This is an optimization exercise on Yosys and OpenROAD, whose aim is small area, a short achievable clock period and few clock cycles per item, not a production implementation.
The RTL was checked by simulation tests, not by an equivalence proof against the original design.

[design/flow/run.sh]
#!/bin/bash
# synth_recipe.tcl (not shown) runs the flow's synth.tcl, then flattens the netlist and writes it again
# the make line also repeats each setting of config.mk as NAME=value (left out here)
make -C /OpenROAD-flow-scripts/flow DESIGN_CONFIG=/design/flow/config.mk WORK_HOME=/design/flow/orfs CLKGATE_MAP_FILE= SYNTH_SCRIPT=/design/flow/synth_recipe.tcl finish
[design/flow/config.mk]
export PLATFORM = sky130hd
export DESIGN_NAME = tri_setup_top
export DESIGN_NICKNAME = tri_setup_top
export VERILOG_FILES = /design/flow/design.v
export SDC_FILE = /design/flow/constraint.sdc
export NUM_CORES = 4
export LEC_CHECK = 0
export CAP_MARGIN = 20
export CORE_MARGIN = 2
export CORE_UTILIZATION = 40
export SLEW_MARGIN = 20
[design/flow/constraint.sdc]
create_clock -name core_clock -period 4.5 [get_ports {clk100}]
set_input_delay 0.9000 -clock core_clock [delete_from_list [all_inputs] [get_ports {clk100}]]
set_output_delay 0.9000 -clock core_clock [all_outputs]
set_load 0.01 [all_outputs]
[design/flow/design.v]
package tri_setup_pkg;
	localparam int COORD_W   = 12;
	localparam int ROW_W     = 10;
	localparam int FRAC_W    = 10;
	localparam int SLOPE_W   = 24;
	localparam int QUOT_BITS = 22;                       
	localparam int HDR_W     = 2 * COORD_W + 3 * ROW_W;
endpackage
`timescale 1ns/10ps
module tri_setup_top (
	input  logic          clk100,
	input  logic          rst_n,
	input  logic          next_frame,
	input  logic [71:0]   vtx_data,
	input  logic          vtx_empty,
	input  logic          tri_wait,
	output logic          vtx_pop,
	output logic [125:0]  tri_data,
	output logic          tri_push
);
	localparam int CW    = tri_setup_pkg::COORD_W;     
	localparam int NQ    = tri_setup_pkg::QUOT_BITS;   
	localparam int STEPS = 2;                          
	localparam int NST   = (NQ + STEPS - 1) / STEPS;   
	assign vtx_pop = !vtx_empty && !tri_wait && !next_frame && rst_n;
	logic [CW-1:0] vx [0:2];
	logic [CW-1:0] vy [0:2];
	always_comb
		for (int i = 0; i < 3; i++)
		begin
			vx[i] = vtx_data[(5-i)*CW +: CW];
			vy[i] = vtx_data[(2-i)*CW +: CW];
		end
	logic [CW-1:0] p_dy  [0:2];
	logic [CW-1:0] p_adx [0:2];
	logic          p_neg [0:2];
	logic          p_le  [0:2];    
	logic          p_row [0:2];    
	for (genvar p = 0; p < 3; p++)
	begin : g_pair
		localparam int I = (p == 2) ? 1 : 0;
		localparam int J = (p == 0) ? 1 : 2;
		logic [CW:0] yd_f, yd_b, xd_f, xd_b;
		assign yd_f = {1'b0, vy[J]} - {1'b0, vy[I]};
		assign yd_b = {1'b0, vy[I]} - {1'b0, vy[J]};
		assign xd_f = {1'b0, vx[J]} - {1'b0, vx[I]};
		assign xd_b = {1'b0, vx[I]} - {1'b0, vx[J]};
		assign p_le[p]  = !yd_f[CW];
		assign p_dy[p]  = p_le[p] ? yd_f[CW-1:0] : yd_b[CW-1:0];
		assign p_adx[p] = xd_f[CW] ? xd_b[CW-1:0] : xd_f[CW-1:0];
		assign p_neg[p] = p_le[p] ? xd_f[CW] : xd_b[CW];
		assign p_row[p] = vy[I][CW-1:2] == vy[J][CW-1:2];
	end
	logic [1:0]    i_top, i_mid;
	logic [1:0]    s_long, s_top, s_bot;
	logic [CW-1:0] e_dy  [0:2];
	logic [CW-1:0] e_adx [0:2];
	logic          e_neg [0:2];
	logic [CW-1:0] h_xtop, h_xright, h_ytop;
	always_comb
	begin
		case ({p_le[0], p_le[1], p_le[2]})
			3'b111:  begin i_top = 2'd0; i_mid = 2'd1; s_long = 2'd1; s_top = 2'd0; s_bot = 2'd2; end
			3'b110:  begin i_top = 2'd0; i_mid = 2'd2; s_long = 2'd0; s_top = 2'd1; s_bot = 2'd2; end
			3'b011:  begin i_top = 2'd1; i_mid = 2'd0; s_long = 2'd2; s_top = 2'd0; s_bot = 2'd1; end
			3'b100:  begin i_top = 2'd2; i_mid = 2'd0; s_long = 2'd2; s_top = 2'd1; s_bot = 2'd0; end
			3'b001:  begin i_top = 2'd1; i_mid = 2'd2; s_long = 2'd0; s_top = 2'd2; s_bot = 2'd1; end
			default: begin i_top = 2'd2; i_mid = 2'd1; s_long = 2'd1; s_top = 2'd2; s_bot = 2'd0; end
		endcase
		e_dy[0]  = p_dy[s_long];
		e_dy[1]  = p_dy[s_top];
		e_dy[2]  = p_dy[s_bot];
		e_adx[0] = p_adx[s_long];
		e_adx[1] = p_adx[s_top];
		e_adx[2] = p_adx[s_bot];
		e_neg[0] = p_neg[s_long];
		e_neg[1] = p_neg[s_top];
		e_neg[2] = p_neg[s_bot];
		h_xtop   = vx[i_top];
		h_ytop   = vy[i_top];
		h_xright = p_row[s_top] ? vx[i_mid] : vx[i_top];
	end
	logic          v    [0:NST];
	logic [CW-1:0] xtop [0:NST];
	logic [CW-1:0] xrgt [0:NST];
	logic [CW-1:0] ytop [0:NST];
	logic [CW-1:0] dy   [0:NST][0:2];
	logic          neg  [0:NST][0:2];
	logic [CW-1:0] rem  [0:NST][0:2];   
	logic [NQ-1:0] nq   [0:NST][0:2];   
	always_ff @(posedge clk100 or negedge rst_n)
	begin
		if (!rst_n)
			for (int s = 0; s <= NST; s++)
				v[s] <= 1'b0;
		else if (next_frame)
			for (int s = 0; s <= NST; s++)
				v[s] <= 1'b0;
		else
		begin
			v[0] <= vtx_pop;
			for (int s = 1; s <= NST; s++)
				v[s] <= v[s-1];
		end
	end
	always_ff @(posedge clk100)
	begin
		xtop[0] <= h_xtop;
		xrgt[0] <= h_xright;
		ytop[0] <= h_ytop;
		for (int e = 0; e < 3; e++)
		begin
			dy[0][e]  <= e_dy[e];
			neg[0][e] <= e_neg[e];
			rem[0][e] <= '0;
			nq[0][e]  <= {e_adx[e], {(NQ-CW){1'b0}}};
		end
	end
	for (genvar s = 1; s <= NST; s++)
	begin : g_stage
		localparam int K0 = (s - 1) * STEPS;                      
		localparam int K1 = (s * STEPS > NQ) ? NQ : s * STEPS;    
		for (genvar e = 0; e < 3; e++)
		begin : g_div
			logic [CW-1:0] r [0:STEPS];
			logic [NQ-1:0] n [0:STEPS];
			assign r[0] = rem[s-1][e];
			assign n[0] = nq[s-1][e];
			for (genvar t = 0; t < STEPS; t++)
			begin : g_step
				localparam int K = K0 + t + 1;                    
				if (K <= NQ)
				begin : g_do
					logic [CW:0]   trial;
					logic [CW+1:0] diff;
					logic          q;
					logic [CW-1:0] r_new;
					logic [NQ-1:0] n_new;
					assign trial = {r[t], n[t][NQ-1]};
					assign diff  = {1'b0, trial} - {2'b0, dy[s-1][e]};
					assign q     = !diff[CW+1];
					assign r_new = q ? diff[CW-1:0] : trial[CW-1:0];
					assign n_new = {n[t][NQ-2:0], q};
					for (genvar b = 0; b < CW; b++)
					begin : g_rb
						assign r[t+1][b] = (b < K) ? r_new[b] : 1'b0;
					end
					for (genvar b = 0; b < NQ; b++)
					begin : g_nb
						assign n[t+1][b] = (b >= K && b < K + NQ - CW) ? 1'b0 : n_new[b];
					end
				end
				else
				begin : g_skip
					assign r[t+1] = r[t];
					assign n[t+1] = n[t];
				end
			end
			always_ff @(posedge clk100)
			begin
				dy[s][e]  <= dy[s-1][e];
				neg[s][e] <= neg[s-1][e];
				rem[s][e] <= (K1 == NQ) ? '0 : r[STEPS];
				nq[s][e]  <= n[STEPS];
			end
		end
		always_ff @(posedge clk100)
		begin
			xtop[s] <= xtop[s-1];
			xrgt[s] <= xrgt[s-1];
			ytop[s] <= ytop[s-1];
		end
	end
	logic [23:0]   slope [0:2];
	logic [CW-1:0] y_mid, y_bot;
	for (genvar e = 0; e < 3; e++)
	begin : g_out
		logic [23:0] mag;
		assign mag      = {2'b00, nq[NST][e]};
		assign slope[e] = (dy[NST][e] == '0) ? 24'd0 : (neg[NST][e] ? -mag : mag);
	end
	assign y_mid = ytop[NST] + dy[NST][1];
	assign y_bot = ytop[NST] + dy[NST][0];
	assign tri_data = {xtop[NST], xrgt[NST], ytop[NST][CW-1:2], y_mid[CW-1:2], y_bot[CW-1:2],
		slope[0], slope[1], slope[2]};
	assign tri_push = v[NST];
endmodule
==> notes.md <==
[cells in the final DEF (no fill, tap or decap), drive strengths merged, types with 38 or more instances in the layout]
master / n
a211oi: 68
a21boi: 60
a21o: 129
a21oi: 414
a31oi: 71
and2: 43
buf: 968
clkbuf: 231
clkdlybuf4s50: 182
dfxtp: 1692
fa: 60
ha: 722
inv: 641
mux2: 354
mux2i: 86
nand2: 391
nand2b: 72
nand3: 82
nand4: 38
nor2: 535
nor2b: 155
nor3: 144
nor4: 52
o21a: 113
o21ai: 346
o21bai: 41
o221ai: 48
o31ai: 48
xnor2: 229
xor2: 215
[layout make-up]
class	instances	area [um2]	area share
Clock inverter	91	1450	0.0151
Clock buffer	225	4830	0.0504
Sequential cell	1704	34200	0.357
Tap cell	2480	3100	0.0324
Timing Repair Buffer	1176	9720	0.101
Timing Repair inverter	1	7.51	0.0000784
Antenna cell	4	10.0	0.000104
Multi-Input combinational cell	4936	40100	0.418
Inverter	627	2380	0.0248
[what timing repair did]
action                                  4_1_cts  5_1_grt
endpoints found under the setup margin      224      274
buffers inserted                            117       72
resized for setup                           231      481
gates cloned                                  5        6
pin swaps                                    91      211
[worst max-delay path, delay by kind of cell, from the launching register on]
| family | cells | cell delay (ns) |
|---|---|---|
| multiplexers | 2 | 0.64 |
| AO/OA/AOI/OAI | 11 | 1.88 |
| adder cells (fa/ha/maj) | 3 | 0.72 |
| AND/OR/NAND/NOR | 3 | 0.33 |
| flip-flops | 1 | 0.32 |
| buffers and inverters | 4 | 0.52 |
[routing by layer]
layer,up-vias,GRT usage,part of all wire
li1,28256,-,-
met1,26374,0.238,0.45
met2,1122,0.317,0.48
met3,351,0.0255,0.037
met4,2,0.0694,0.035
met5,-,0,0.000070
[sequential cells by signal, indices dropped and copies added (netlist names)]
register         cells
nq                 282
xrgt               144
g_stage.g_div.n    240
v                   12
dy                 432
g_stage.g_div.r     90
ytop               144
xtop               144
rem                180
neg                 36
[cells by family (layout without fill, tap and decap cells)]
| group | after synthesis | in the layout |
|---|---|---|
| flops | 1704 | 1704 |
| simple gates | 1663 | 1663 |
| compound gates | 1605 | 1607 |
| fa+ha+maj | 782 | 782 |
| buf+inv | 772 | 2120 |
| xor+xnor | 444 | 444 |
| mux | 440 | 440 |
| other cells | 0 | 4 |
[per-stage QoR]
step	setup TNS (ns)	hold slack, ns	cells	setup slack, ns	instance area, um2
floorplan	0	0.310	7410	0.00117	74800
global placement	-21.18	0.310	10737	-0.443	85400
detailed placement	-33.64	0.312	10737	-0.430	85400
CTS	-1.10	0.275	11175	-0.151	93400
global route	-8.05	0.283	11242	-0.239	95800
finish	-0.0998	0.276	11244	-0.0234	95800
[worst paths after layout]
kind                                    start                 end  slack (ns)  depth (start not counted)
setup / recovery           nq[16][21]$_DFF_P_  rem[19][3]$_DFF_P_       -0.02                         23
hold / removal              nq[9][16]$_DFF_P_  nq[12][18]$_DFF_P_        0.28                          0
setup reg to reg           nq[16][21]$_DFF_P_  rem[19][3]$_DFF_P_       -0.02                         23
hold reg to reg             nq[9][16]$_DFF_P_  nq[12][18]$_DFF_P_        0.28                          0
max in group asynchronous               rst_n      v[7]$_DFF_PN0_        3.64                          1
min in group asynchronous               rst_n      v[6]$_DFF_PN0_        0.48                          1
==> qor.csv <==
stage,metric,value,unit
drt,wire per inst,16.4,um
grt,initial antenna violation count,4,
logic_synthesis,Synth Instances,7410,
drt,# DRC,0,
timing,min Tclk post-route,4.52,ns
drt,via count,56105,
drt,1st-iter DRT viols,2813,
timing,RSZ-0062 raised after global routing,true,
timing,Worst Skew,0.0533,ns
worst_setup_path,"Critical Path, Cell by Cell",inv_2 > ha_4 > fa_2 > nor2b_2 > o21ai_2 > a21boi_2 > o31a_1 > o211ai_1 > nand3b_1 > a311oi_2 > buf_4 > mux2_4 > fa_2 > nor2b_1 > o21a_1 > o21ai_2 > a21oi_2 > o21ai_2 > a21oi_2 > o41ai_4 > inv_2 > buf_6 > mux2_4,
cells_and_area,synthesis-to-finish area growth,28.5,%
worst_setup_path,max incr delay on CP,0.37,ns
grt,GRT overflow,0,
timing,period utilization,1.01,
cts,CTS tree,built,
cts,clk buf depth,3,
die,num ports,205,
logic_synthesis,Avg Synthesized Cell Area,10.1,um2
cells_and_area,# fillers,16450,
logic_synthesis,largest family of logic cells by synthesized area,compound AO/OA/AOI/OAI gates,
logic_synthesis,"Distinct cells, synth",94,
cts,CTS H-Tree Depth,4,
logic_synthesis,#FFs+latches synth,1704,
cts,CTS Buf Count,173,
drt,drt first pass iters,5,
grt,vias in the first global route,55941,
cells_and_area,share of cells above drive strength 1,0.242,
timing,Pins Over Slew Limit,0,
cts,Post-CTS Hold Fix Bufs,0,
logic_synthesis,mux share of post-synthesis cell area,0.0650,
worst_setup_path,Worst path slowest cell,fa_2,
logic_synthesis,"Seq/Total Area, Yosys",0.458,
timing,Least-Margin Pin Slew,0.955,ns
die,Die ar.,190000,um2
cts,Worst-path clk slew,0.07,ns
place,PortBufs,204,
worst_setup_path,"critical path fanouts, max",6,
drt,final WL,185,mm
worst_setup_path,worst path arrival time,5.23,ns
drt,vias per cell,4.99,
die,Chip Width,436,um
cts,CTS sink cnt,1704,
flow_run,max-cap violations,0,
cells_and_area,Util after Layout,0.517,
drt,Routed Antenna Nets,0,
logic_synthesis,Synth area leaders,"dfxtp_1 (45%), ha_1 (12%), mux2_2 (5.3%), inv_1 (3.1%), a21oi_1 (2.8%)",
cts,clock latency on the worst-skew pair,0.83,ns
worst_setup_path,worst setup path class,reg -> reg,
hold_path,Worst Hold Class,reg -> reg,
logic_synthesis,Synth Area in XOR/XNOR,0.0522,
place,DP HPWL,140,mm
logic_synthesis,share of flip-flops with an asynchronous set or reset,0.00704,
timing,Max-slew headroom,0.364,
run_status,status,"complete, but fails checks",
worst_setup_path,Crit. End Element,flip-flop,
die,Initial Utilization,0.403,
logic_synthesis,"count leader, synth",dfxtp_1,
logic_synthesis,synth warn,86,
timing,setup violators final,6,
worst_setup_path,Crit path required time,5.20,ns
logic_synthesis,Mapped Area,74600,um2
logic_synthesis,Synth Area in Compound Gates,0.141,
die,core area,185000,um2
cts,root buf cell,clkbuf_16,
run_status,SO Viols,setup timing,
timing,Final Hold Viols,0,
logic_synthesis,post-synthesis adder-cell area fraction,0.137,
grt,first-pass GRT wire length,290,mm
logic_synthesis,Synth area leader,dfxtp_1,
cells_and_area,nets,9478,
logic_synthesis,Synth top cells by count,"dfxtp_1 (1692), ha_1 (722), inv_1 (621)",
logic_synthesis,number of synthesized flops with an enable pin,0,
die,die height,436,um
die,num rows,158,
grt,GRT Resource Usage Total,0.186,
timing,Setup WS post-layout,-0.0234,ns
logic_synthesis,syn nets,8269,
timing,Fmax,221,MHz
logic_synthesis,Synth Area in Simple Gates,0.107,
worst_setup_path,CP dominant cell by count,o21ai_2,
worst_setup_path,crit start category,flip-flop,
logic_synthesis,"Top FF cell, synth",dfxtp_1,
grt,pin count of the biggest net entering global routing,25,
logic_synthesis,Synth top area share,0.454,
place,gp weighted congestion,0.916,
Testbench counts, summed over its fixed seeds: cycles 1,696, items 1,600.

[static timing again, ports no longer ideal]
Ports are ideal in the flow. The routed layout listed here was re-timed in OpenROAD. Step 1 sets driving cells, clkbuf_16 on the clock port and buf_2 on the other inputs (assumed; they add their load-dependent delay and slew). Step 2, shift: input delay + t, output delay - t, t = (earliest + latest rising clock arrival at the registers) / 2. This alone moves slack from input paths to output paths. Three values: ideal ports, drivers, drivers and shift; two values: the first two.
shift t [ns]: 0.881
setup slack, ns: -0.023 / -0.023 / -0.479
clock arrival spread, ns: 0.059 / 0.059
cell pins on the clock port's net: 1
The setup slack of this run moves by 0.000 ns with the drivers and by -0.456 ns with both steps.
